This design comes from an exercise in tuning for small area, a short achievable clock period and few clock cycles per item on the open sky130 flow, not from production work.
In this exercise RTL edits were held to simulation tests only and were not proved equivalent to the original.
No activity file was given, so power comes from the tool's default toggle rates.

==> wip/amber <==
==> flow/design.v <==
package alu_pkg;
  localparam logic [2:0] SHIFT_REG   = 3'b000;
  localparam logic [2:0] ARITH_LOGIC = 3'b001;
  localparam logic [2:0] MUL         = 3'b010;
  localparam logic [2:0] ADD  = 3'b000;
  localparam logic [2:0] HADD = 3'b001;
  localparam logic [2:0] SUB  = 3'b010;
  localparam logic [2:0] NOT  = 3'b011;
  localparam logic [2:0] AND  = 3'b100;
  localparam logic [2:0] OR   = 3'b101;
  localparam logic [2:0] XOR  = 3'b110;
  localparam logic [2:0] LHG  = 3'b111;
  localparam logic [2:0] SHRGHTART = 3'b011;
  localparam logic [2:0] MULHI = 3'b001;
endpackage
module alu_mul_seq (
  input  logic        clock,
  input  logic        load,     
  input  logic        step,     
  input  logic [31:0] a,        
  input  logic [31:0] b,        
  input  logic [31:0] b_new,    
  output logic [7:0]  lo_in,    
  output logic [31:0] hi_a,
  output logic [31:0] hi_b,
  output logic        hi_c       
);
  localparam int AW = 42;                         
  localparam logic [31:0] UNBIAS = 32'h55555556;  
  logic [33:0] s_r, c_r;
  logic [7:0]  ls_r, lc_r;        
  logic [3:0]  one_r, two_r, neg_r;      
  logic [3:0]  one_rn, two_rn, neg_rn;   
  logic [3:0]    one_n, two_n, neg_n;
  logic [33:0]   pp [4];
  logic [AW-1:0] r0, r1, r2, r3, r4, r5;
  logic [AW-1:0] as, ac, bs, bc, cs, cc, ds, dc;
  logic [8:0]    low;
  logic [33:0]   neg_pre;
  logic [8:0]    win_n;
  logic [31:0] b_st;
  assign b_st = load ? b_new : b;
  assign win_n = step ? b[15:7] : {b_st[7:0], 1'b0};
  always_comb begin
    for (int t = 0; t < 4; t++) begin
      neg_n[t] = win_n[2*t+2];
      one_n[t] = win_n[2*t] ^ win_n[2*t+1];
      two_n[t] = (win_n[2*t+2] & ~win_n[2*t+1] & ~win_n[2*t]) |
                 (~win_n[2*t+2] & win_n[2*t+1] & win_n[2*t]);
    end
  end
  always_comb begin
    for (int t = 0; t < 4; t++) begin
      logic [33:0] sel;
      sel[16:0]  = ({17{one_r[t]}} & a[16:0]) | ({17{two_r[t]}} & {a[15:0], 1'b0});
      sel[33:17] = ({17{!one_rn[t]}} & {a[31], a[31], a[31:17]}) | ({17{!two_rn[t]}} & {a[31], a[31:16]});
      sel[16:0]  = sel[16:0] ^ {17{neg_r[t]}};
      sel[33:17] = sel[33:17] ^ {17{!neg_rn[t]}};
      pp[t] = {~sel[33], sel[32:0]};
    end
  end
  assign r0 = AW'(s_r);
  assign r1 = AW'(c_r);
  assign r2 = AW'(pp[0]);
  assign r3 = AW'({pp[1], 2'b00});
  assign r4 = AW'({pp[2], 4'b0000});
  assign r5 = AW'({pp[3], 6'b000000});
  assign as = r0 ^ r1 ^ r2;
  assign ac = ((r0 & r1) | (r0 & r2) | (r1 & r2)) << 1;
  assign bs = r3 ^ r4 ^ r5;
  assign bc = ((r3 & r4) | (r3 & r5) | (r4 & r5)) << 1;
  assign cs = as ^ ac ^ bs;
  assign cc = ((as & ac) | (as & bs) | (ac & bs)) << 1;
  assign ds = cs ^ cc ^ bc;
  assign dc = ((cs & cc) | (cs & bc) | (cc & bc)) << 1;
  logic [7:0] lg, lp;
  logic       low_cy;
  assign low    = {1'b0, ls_r} + {1'b0, lc_r};
  assign lo_in  = low[7:0];
  assign lg     = ls_r & lc_r;
  assign lp     = ls_r | lc_r;
  assign low_cy = lg[7] | (lp[7] & (lg[6] | (lp[6] & (lg[5] | (lp[5] & lg[4]))))) |
                  (&lp[7:4] & (lg[3] | (lp[3] & (lg[2] | (lp[2] & (lg[1] | (lp[1] & lg[0])))))));
  always_comb begin
    neg_pre = '0;
    for (int k = 0; k < 16; k++) neg_pre[2*k] = b_st[2*k+1];
  end
  always_ff @(posedge clock) begin
    if (step) begin
      s_r   <= ds[AW-1:8];
      c_r   <= dc[AW-1:8];
      ls_r  <= ds[7:0];
      lc_r  <= {dc[7:1], low_cy};
    end else begin
      s_r   <= neg_pre;
      c_r   <= '0;
      ls_r  <= '0;
      lc_r  <= '0;
    end
  end
  always_ff @(posedge clock) begin
    one_r  <= one_n;
    two_r  <= two_n;
    neg_r  <= neg_n;
    one_rn <= ~one_n;
    two_rn <= ~two_n;
    neg_rn <= ~neg_n;
  end
  assign hi_a = s_r[31:0] ^ c_r[31:0] ^ UNBIAS;
  assign hi_b = {(s_r[30:0] & c_r[30:0]) | (s_r[30:0] & UNBIAS[30:0]) | (c_r[30:0] & UNBIAS[30:0]),
                 1'b0};
  assign hi_c = low_cy;
endmodule
module alu_pipe #(
  parameter  int WIDTH = 32,
  localparam int SHW   = $clog2(WIDTH)
) (
  input  logic             clock,
  input  logic             reset,
  input  logic             in_valid,
  output logic             in_ready,
  input  logic [WIDTH-1:0] aluin1,
  input  logic [WIDTH-1:0] aluin2,
  input  logic [2:0]       opselect,
  input  logic [2:0]       operation,
  input  logic [SHW-1:0]   shift_number,
  output logic             out_valid,
  input  logic             out_ready,
  output logic [WIDTH-1:0] aluout,
  output logic             carryout,
  output logic             overflow,
  output logic             zero,
  output logic             illegal
);
  logic        r_valid;
  logic [31:0] r_a, r_b;      
  logic [2:0]  r_op;
  logic [4:0]  r_n;
  logic        r_arith, r_hadd, r_sub, r_logic, r_shift, r_mul, r_ill;
  logic [2:0]  cnt_r;
  logic        d_sel_al, d_shift, d_mul, d_hadd, d_sub;
  logic        in_fire_s, out_free_s, r_leave_s, mul_act_s, step_s;
  logic [7:0]  lo_in;
  logic [31:0] m_hi_a, m_hi_b;
  logic        m_hi_c;
  assign d_sel_al = (opselect == alu_pkg::ARITH_LOGIC);
  assign d_shift  = (opselect == alu_pkg::SHIFT_REG) && !(operation[2] && operation[1]);
  assign d_mul    = (opselect == alu_pkg::MUL) && (operation[2:1] == 2'b00);
  assign d_hadd   = d_sel_al && (operation == alu_pkg::HADD);
  assign d_sub    = d_sel_al && (operation == alu_pkg::SUB);
  assign mul_act_s  = r_valid && r_mul;
  assign step_s     = mul_act_s && !cnt_r[2] && ((cnt_r != 3'd0) || out_free_s);
  assign out_free_s = !out_valid || out_ready;
  assign r_leave_s  = r_valid && (!r_mul || cnt_r[2]) && out_free_s;
  assign in_fire_s  = in_valid && in_ready;
  logic       irdy_a, irdy_b, fin_r;
  logic       nx_r_valid, nx_r_mul, nx_out_valid, nx_done;
  logic [2:0] nx_cnt;
  assign in_ready     = irdy_a || (irdy_b && out_ready);
  assign nx_r_valid   = in_ready ? in_valid : r_valid;
  assign nx_r_mul     = in_fire_s ? d_mul : r_mul;
  assign nx_cnt       = in_fire_s ? 3'd0 : (step_s ? cnt_r + 3'd1 : cnt_r);
  assign nx_out_valid = out_free_s ? r_leave_s : out_valid;
  assign nx_done      = nx_r_valid && (!nx_r_mul || nx_cnt[2]);
  always_ff @(posedge clock or posedge reset) begin
    if (reset) begin
      irdy_a <= 1'b1;
      irdy_b <= 1'b0;
    end else begin
      irdy_a <= !nx_r_valid || (nx_done && !nx_out_valid);
      irdy_b <= nx_done;
    end
  end
  always_ff @(posedge clock) begin
    fin_r <= nx_r_valid && nx_r_mul && nx_cnt[2];
  end
  always_ff @(posedge clock or posedge reset) begin
    if (reset) begin
      r_valid <= 1'b0;
    end else if (in_ready) begin
      r_valid <= in_valid;
    end
  end
  always_ff @(posedge clock) begin
    if (in_fire_s) begin
      r_a     <= {d_hadd ? {16{aluin1[15]}} : aluin1[31:16], aluin1[15:0]};
      r_op    <= operation;
      r_n     <= shift_number;
      r_arith <= d_sel_al && (operation == alu_pkg::ADD || operation == alu_pkg::HADD ||
                              operation == alu_pkg::SUB);
      r_hadd  <= d_hadd;
      r_sub   <= d_sub;
      r_logic <= d_sel_al && (operation[2] || operation[1:0] == 2'b11);
      r_shift <= d_shift;
      r_mul   <= d_mul;
      r_ill   <= !(d_sel_al || d_shift || d_mul);
    end
    if (in_fire_s) begin
      r_b <= {d_hadd ? {16{aluin2[15]}} : (aluin2[31:16] ^ {16{d_sub}}), aluin2[15:0] ^ {16{d_sub}}};
    end else if (step_s) begin
      r_b <= {lo_in, r_b[31:8]};
    end
    if (in_fire_s) begin
      cnt_r <= 3'd0;
    end else if (step_s) begin
      cnt_r <= cnt_r + 3'd1;
    end
  end
  logic [31:0] m_a;
  always_ff @(posedge clock) begin
    m_a <= in_fire_s ? aluin1 : r_a;
  end
  alu_mul_seq u_mul (
    .clock (clock),
    .load  (in_ready),
    .step  (step_s),
    .a     (m_a),
    .b     (r_b),
    .b_new (aluin2),
    .lo_in (lo_in),
    .hi_a  (m_hi_a),
    .hi_b  (m_hi_b),
    .hi_c  (m_hi_c)
  );
  logic [31:0] op_a, op_b, sum, m_lo;
  logic [31:0] pg_g [6];
  logic [31:0] pg_p [6];
  logic [32:0] cc;
  logic        cin, c32, cy_ar, ov_ar, m_fit;
  assign op_a = fin_r ? m_hi_a : r_a;
  assign op_b = fin_r ? m_hi_b : r_b;
  assign cin  = fin_r ? m_hi_c : r_sub;
  assign pg_g[0] = op_a & op_b;
  assign pg_p[0] = op_a ^ op_b;
  for (genvar l = 0; l < 5; l++) begin : g_lvl
    localparam int D = 1 << l;
    assign pg_g[l + 1][D-1:0] = pg_g[l][D-1:0];
    assign pg_p[l + 1][D-1:0] = pg_p[l][D-1:0];
    assign pg_g[l + 1][31:D]  = pg_g[l][31:D] | (pg_p[l][31:D] & pg_g[l][31-D:0]);
    assign pg_p[l + 1][31:D]  = pg_p[l][31:D] & pg_p[l][31-D:0];
  end
  assign cc = {pg_g[5] | (pg_p[5] & {32{cin}}), cin};
  assign sum   = pg_p[0] ^ cc[31:0];
  assign c32   = cc[32];
  assign cy_ar = r_hadd ? cc[16] : (c32 ^ r_sub);
  assign ov_ar = !r_hadd && (op_a[31] == op_b[31]) && (sum[31] != op_a[31]);
  assign m_lo  = {lo_in, r_b[31:8]};
  logic [31:0] m_hi_bc;
  assign m_hi_bc = {m_hi_b[31:1], m_hi_c};
  assign m_fit   = &(~(m_hi_a ^ m_hi_bc ^ {m_hi_a[30:0] | m_hi_bc[30:0], m_lo[31]}));
  logic [31:0] lres;
  always_comb begin
    case (r_op)
      alu_pkg::NOT: lres = ~r_a;
      alu_pkg::AND: lres = r_a & r_b;
      alu_pkg::OR:  lres = r_a | r_b;
      alu_pkg::XOR: lres = r_a ^ r_b;
      alu_pkg::LHG: lres = {r_b[15:0], 16'h0000};
      default:      lres = 32'd0;
    endcase
  end
  logic        left, sra;
  logic [4:0]  m;
  logic [31:0] s0, s1, s2, s3, rot, mask_l, mask_r, keep, sres;
  logic        cy_sh;
  assign left  = r_op[2] ? !r_op[0] : !r_op[1];
  assign sra   = (r_op == alu_pkg::SHRGHTART) && r_a[31];
  assign m     = left ? (5'd0 - r_n) : r_n;
  assign s0    = m[0] ? {r_a[0],   r_a[31:1]} : r_a;
  assign s1    = m[1] ? {s0[1:0],  s0[31:2]}  : s0;
  assign s2    = m[2] ? {s1[3:0],  s1[31:4]}  : s1;
  assign s3    = m[3] ? {s2[7:0],  s2[31:8]}  : s2;
  assign rot   = m[4] ? {s3[15:0], s3[31:16]} : s3;
  logic [7:0] hi_gt, hi_eq;
  logic [3:0] lo_ge;
  always_comb begin
    for (int h = 0; h < 8; h++) hi_eq[h] = (r_n[4:2] == 3'(h));
    hi_gt[0] = 1'b0;
    for (int h = 1; h < 8; h++) hi_gt[h] = hi_gt[h - 1] || hi_eq[h - 1];
    lo_ge[0] = !(r_n[1] || r_n[0]);
    lo_ge[1] = !r_n[1];
    lo_ge[2] = !(r_n[1] && r_n[0]);
    lo_ge[3] = 1'b1;
    for (int i = 0; i < 32; i++) begin
      mask_l[i]      = hi_gt[i / 4] || (hi_eq[i / 4] && lo_ge[i % 4]);
      mask_r[31 - i] = mask_l[i];
    end
  end
  assign keep  = r_op[2] ? 32'hFFFFFFFF : (left ? mask_l : mask_r);
  assign sres  = (rot & keep) | ({32{sra}} & ~keep);
  assign cy_sh = (r_n != 5'd0) && (left ? rot[0] : rot[31]);
  logic [31:0] res_s;
  logic        cy_s, ov_s;
  always_comb begin
    res_s = 32'd0;
    cy_s  = 1'b0;
    ov_s  = 1'b0;
    if (r_mul) begin
      res_s = r_op[0] ? sum : m_lo;
      ov_s  = !r_op[0] && !m_fit;
    end else if (r_arith) begin
      res_s = sum;
      cy_s  = cy_ar;
      ov_s  = ov_ar;
    end else if (r_logic) begin
      res_s = lres;
    end else if (r_shift) begin
      res_s = sres;
      cy_s  = cy_sh;
    end
  end
  assign zero = !(|aluout);
  always_ff @(posedge clock or posedge reset) begin
    if (reset) begin
      out_valid <= 1'b0;
    end else if (out_free_s) begin
      out_valid <= r_leave_s;
    end
  end
  always_ff @(posedge clock) begin
    if (r_leave_s) begin
      aluout   <= res_s;
      carryout <= cy_s;
      overflow <= ov_s;
      illegal  <= r_ill;
    end
  end
endmodule
==> flow/run.sh <==
#!/bin/bash
# synth_recipe.tcl (not shown) runs the flow's synth.tcl, then flattens the netlist and writes it again
# the make line also repeats each setting of config.mk as NAME=value (left out here)
make -C /OpenROAD-flow-scripts/flow DESIGN_CONFIG=/design/flow/config.mk WORK_HOME=/design/flow/orfs CLKGATE_MAP_FILE= SYNTH_SCRIPT=/design/flow/synth_recipe.tcl finish
==> flow/config.mk <==
export PLATFORM = sky130hd
export DESIGN_NAME = alu_pipe
export DESIGN_NICKNAME = alu_pipe
export VERILOG_FILES = /design/flow/design.v
export SDC_FILE = /design/flow/constraint.sdc
export NUM_CORES = 4
export LEC_CHECK = 0
export ABC_AREA = 1
export CAP_MARGIN = 20
export CORE_MARGIN = 2
export CORE_UTILIZATION = 30
export SETUP_SLACK_MARGIN = 3.1
export SLEW_MARGIN = 20
==> flow/constraint.sdc <==
create_clock -name core_clock -period 6.0 [get_ports {clock}]
set_input_delay 1.2000 -clock core_clock [delete_from_list [all_inputs] [get_ports {clock}]]
set_output_delay 1.2000 -clock core_clock [all_outputs]
set_load 0.01 [all_outputs]
==> inputs of wip/harbor, as changes to wip/amber <==
--- a/flow/design.v
+++ b/flow/design.v
@@ -17,7 +17,7 @@
   input  logic        clock,
-  input  logic        load,     
+  input  logic        idle,     
   input  logic        step,     
   input  logic [31:0] a,        
-  input  logic [31:0] b,        
-  input  logic [31:0] b_new,    
+  input  logic [15:7] b,        
+  input  logic [31:0] b_in,     
   output logic [7:0]  lo_in,    
@@ -31,4 +31,3 @@
   logic [7:0]  ls_r, lc_r;        
-  logic [3:0]  one_r, two_r, neg_r;      
-  logic [3:0]  one_rn, two_rn, neg_rn;   
+  logic [3:0]  one_r, two_r, neg_r;
   logic [3:0]    one_n, two_n, neg_n;
@@ -40,5 +39,3 @@
   logic [8:0]    win_n;
-  logic [31:0] b_st;
-  assign b_st = load ? b_new : b;
-  assign win_n = step ? b[15:7] : {b_st[7:0], 1'b0};
+  assign win_n = idle ? {b_in[7:0], 1'b0} : b[15:7];
   always_comb begin
@@ -54,6 +51,4 @@
       logic [33:0] sel;
-      sel[16:0]  = ({17{one_r[t]}} & a[16:0]) | ({17{two_r[t]}} & {a[15:0], 1'b0});
-      sel[33:17] = ({17{!one_rn[t]}} & {a[31], a[31], a[31:17]}) | ({17{!two_rn[t]}} & {a[31], a[31:16]});
-      sel[16:0]  = sel[16:0] ^ {17{neg_r[t]}};
-      sel[33:17] = sel[33:17] ^ {17{!neg_rn[t]}};
+      sel = ({34{one_r[t]}} & {{2{a[31]}}, a}) | ({34{two_r[t]}} & {a[31], a, 1'b0});
+      sel = sel ^ {34{neg_r[t]}};
       pp[t] = {~sel[33], sel[32:0]};
@@ -85,11 +80,6 @@
     neg_pre = '0;
-    for (int k = 0; k < 16; k++) neg_pre[2*k] = b_st[2*k+1];
+    for (int k = 0; k < 16; k++) neg_pre[2*k] = b_in[2*k+1];
   end
   always_ff @(posedge clock) begin
-    if (step) begin
-      s_r   <= ds[AW-1:8];
-      c_r   <= dc[AW-1:8];
-      ls_r  <= ds[7:0];
-      lc_r  <= {dc[7:1], low_cy};
-    end else begin
+    if (idle) begin
       s_r   <= neg_pre;
@@ -98,2 +88,7 @@
       lc_r  <= '0;
+    end else if (step) begin
+      s_r   <= ds[AW-1:8];
+      c_r   <= dc[AW-1:8];
+      ls_r  <= ds[7:0];
+      lc_r  <= {dc[7:1], low_cy};
     end
@@ -101,8 +96,5 @@
   always_ff @(posedge clock) begin
-    one_r  <= one_n;
-    two_r  <= two_n;
-    neg_r  <= neg_n;
-    one_rn <= ~one_n;
-    two_rn <= ~two_n;
-    neg_rn <= ~neg_n;
+    one_r <= one_n;
+    two_r <= two_n;
+    neg_r <= neg_n;
   end
@@ -151,27 +143,7 @@
   assign mul_act_s  = r_valid && r_mul;
-  assign step_s     = mul_act_s && !cnt_r[2] && ((cnt_r != 3'd0) || out_free_s);
+  assign step_s     = mul_act_s && !cnt_r[2];
   assign out_free_s = !out_valid || out_ready;
   assign r_leave_s  = r_valid && (!r_mul || cnt_r[2]) && out_free_s;
+  assign in_ready   = !r_valid || r_leave_s;
   assign in_fire_s  = in_valid && in_ready;
-  logic       irdy_a, irdy_b, fin_r;
-  logic       nx_r_valid, nx_r_mul, nx_out_valid, nx_done;
-  logic [2:0] nx_cnt;
-  assign in_ready     = irdy_a || (irdy_b && out_ready);
-  assign nx_r_valid   = in_ready ? in_valid : r_valid;
-  assign nx_r_mul     = in_fire_s ? d_mul : r_mul;
-  assign nx_cnt       = in_fire_s ? 3'd0 : (step_s ? cnt_r + 3'd1 : cnt_r);
-  assign nx_out_valid = out_free_s ? r_leave_s : out_valid;
-  assign nx_done      = nx_r_valid && (!nx_r_mul || nx_cnt[2]);
-  always_ff @(posedge clock or posedge reset) begin
-    if (reset) begin
-      irdy_a <= 1'b1;
-      irdy_b <= 1'b0;
-    end else begin
-      irdy_a <= !nx_r_valid || (nx_done && !nx_out_valid);
-      irdy_b <= nx_done;
-    end
-  end
-  always_ff @(posedge clock) begin
-    fin_r <= nx_r_valid && nx_r_mul && nx_cnt[2];
-  end
   always_ff @(posedge clock or posedge reset) begin
@@ -208,13 +180,9 @@
   end
-  logic [31:0] m_a;
-  always_ff @(posedge clock) begin
-    m_a <= in_fire_s ? aluin1 : r_a;
-  end
   alu_mul_seq u_mul (
     .clock (clock),
-    .load  (in_ready),
+    .idle  (in_ready),
     .step  (step_s),
-    .a     (m_a),
-    .b     (r_b),
-    .b_new (aluin2),
+    .a     (r_a),
+    .b     (r_b[15:7]),
+    .b_in  (aluin2),
     .lo_in (lo_in),
@@ -229,5 +197,5 @@
   logic        cin, c32, cy_ar, ov_ar, m_fit;
-  assign op_a = fin_r ? m_hi_a : r_a;
-  assign op_b = fin_r ? m_hi_b : r_b;
-  assign cin  = fin_r ? m_hi_c : r_sub;
+  assign op_a = r_mul ? m_hi_a : r_a;
+  assign op_b = r_mul ? m_hi_b : r_b;
+  assign cin  = r_mul ? m_hi_c : r_sub;
   assign pg_g[0] = op_a & op_b;
SETUP_SLACK_MARGIN = 2.8   (was 3.1)
==> inputs of wip/quartz, as changes to wip/amber <==
--- a/flow/design.v
+++ b/flow/design.v
@@ -31,4 +31,3 @@
   logic [7:0]  ls_r, lc_r;        
-  logic [3:0]  one_r, two_r, neg_r;      
-  logic [3:0]  one_rn, two_rn, neg_rn;   
+  logic [3:0]  one_r, two_r, neg_r;
   logic [3:0]    one_n, two_n, neg_n;
@@ -54,6 +53,4 @@
       logic [33:0] sel;
-      sel[16:0]  = ({17{one_r[t]}} & a[16:0]) | ({17{two_r[t]}} & {a[15:0], 1'b0});
-      sel[33:17] = ({17{!one_rn[t]}} & {a[31], a[31], a[31:17]}) | ({17{!two_rn[t]}} & {a[31], a[31:16]});
-      sel[16:0]  = sel[16:0] ^ {17{neg_r[t]}};
-      sel[33:17] = sel[33:17] ^ {17{!neg_rn[t]}};
+      sel = ({34{one_r[t]}} & {{2{a[31]}}, a}) | ({34{two_r[t]}} & {a[31], a, 1'b0});
+      sel = sel ^ {34{neg_r[t]}};
       pp[t] = {~sel[33], sel[32:0]};
@@ -101,8 +98,5 @@
   always_ff @(posedge clock) begin
-    one_r  <= one_n;
-    two_r  <= two_n;
-    neg_r  <= neg_n;
-    one_rn <= ~one_n;
-    two_rn <= ~two_n;
-    neg_rn <= ~neg_n;
+    one_r <= one_n;
+    two_r <= two_n;
+    neg_r <= neg_n;
   end
@@ -168,2 +162,3 @@
       irdy_b <= 1'b0;
+      fin_r  <= 1'b0;
     end else begin
@@ -171,7 +166,5 @@
       irdy_b <= nx_done;
+      fin_r  <= nx_r_valid && nx_r_mul && nx_cnt[2];
     end
   end
-  always_ff @(posedge clock) begin
-    fin_r <= nx_r_valid && nx_r_mul && nx_cnt[2];
-  end
   always_ff @(posedge clock or posedge reset) begin
==> run summary <==
|  | wip/harbor | wip/amber | wip/quartz |
|---|---|---|---|
| Critical Path End Type | register | output pin | register |
| Type of the worst setup path | register to register | primary input to output pin | register to register |
| Compound-Gate Fraction of Synth Area | 0.129 | 0.135 | 0.139 |
| Largest clock skew in the final design | 0.0160 ns | 0.0265 ns | 0.0392 ns |
| Half-perimeter wire length after placement | 85.4 mm | 85.0 mm | 87.7 mm |
| Result of the run | finished clean | finished clean | finished clean |
| Levels on crit path | 10 | 7 | 11 |
| Invs w/o clock | 551 | 622 | 599 |
| Clock buf count | 34 | 34 | 41 |
| Final period demand of the worst path | 3.34 ns | 3.05 ns | 3.01 ns |
| Area of combinational cells with multiple inputs | 17,100 sq um | 18,200 sq um | 17,500 sq um |
| Buffer share of cell area | 0.0938 | 0.0896 | 0.0803 |
| Sequential-cell power consumption | 2820 uW | 2880 uW | 2590 uW |
| Avg Inst Size Synth | 6.97 sq um | 7.14 sq um | 7.13 sq um |
Testbench counts of wip/amber, summed over its fixed seeds: cycles 47,732, ops 32,000.
Testbench counts of wip/harbor, summed over its fixed seeds: cycles 47,732, ops 32,000.
Testbench counts of wip/quartz, summed over its fixed seeds: cycles 47,732, ops 32,000.

[re-timing with driven ports]
Ports are ideal in the flow. The routed layouts listed here were re-timed in OpenROAD. Step 1 sets driving cells, clkbuf_16 on the clock port and buf_2 on the other inputs (assumed; they add their load-dependent delay and slew). Step 2 also shifts input and output timing later by t, the mid clock arrival at the registers, as if the neighbouring blocks saw the same clock. a / b / c = ideal / step 1 / step 2; a / b = the first two.
| run | shift t [ns] | slack for setup (ns) | clock arrival spread, ns |
|---|---|---|---|
| wip/amber | 0.686 | 2.950 / 2.904 / 2.556 | 0.026 / 0.027 |
| wip/harbor | 0.661 | 2.660 / 2.597 / 2.348 | 0.016 / 0.017 |
| wip/quartz | 0.702 | 2.991 / 2.991 / 2.468 | 0.042 / 0.041 |
After both steps every run listed still meets setup and hold. For wip/quartz, which loses most, drivers alone change the setup slack by 0.000 ns; drivers and shift together by -0.523 ns.
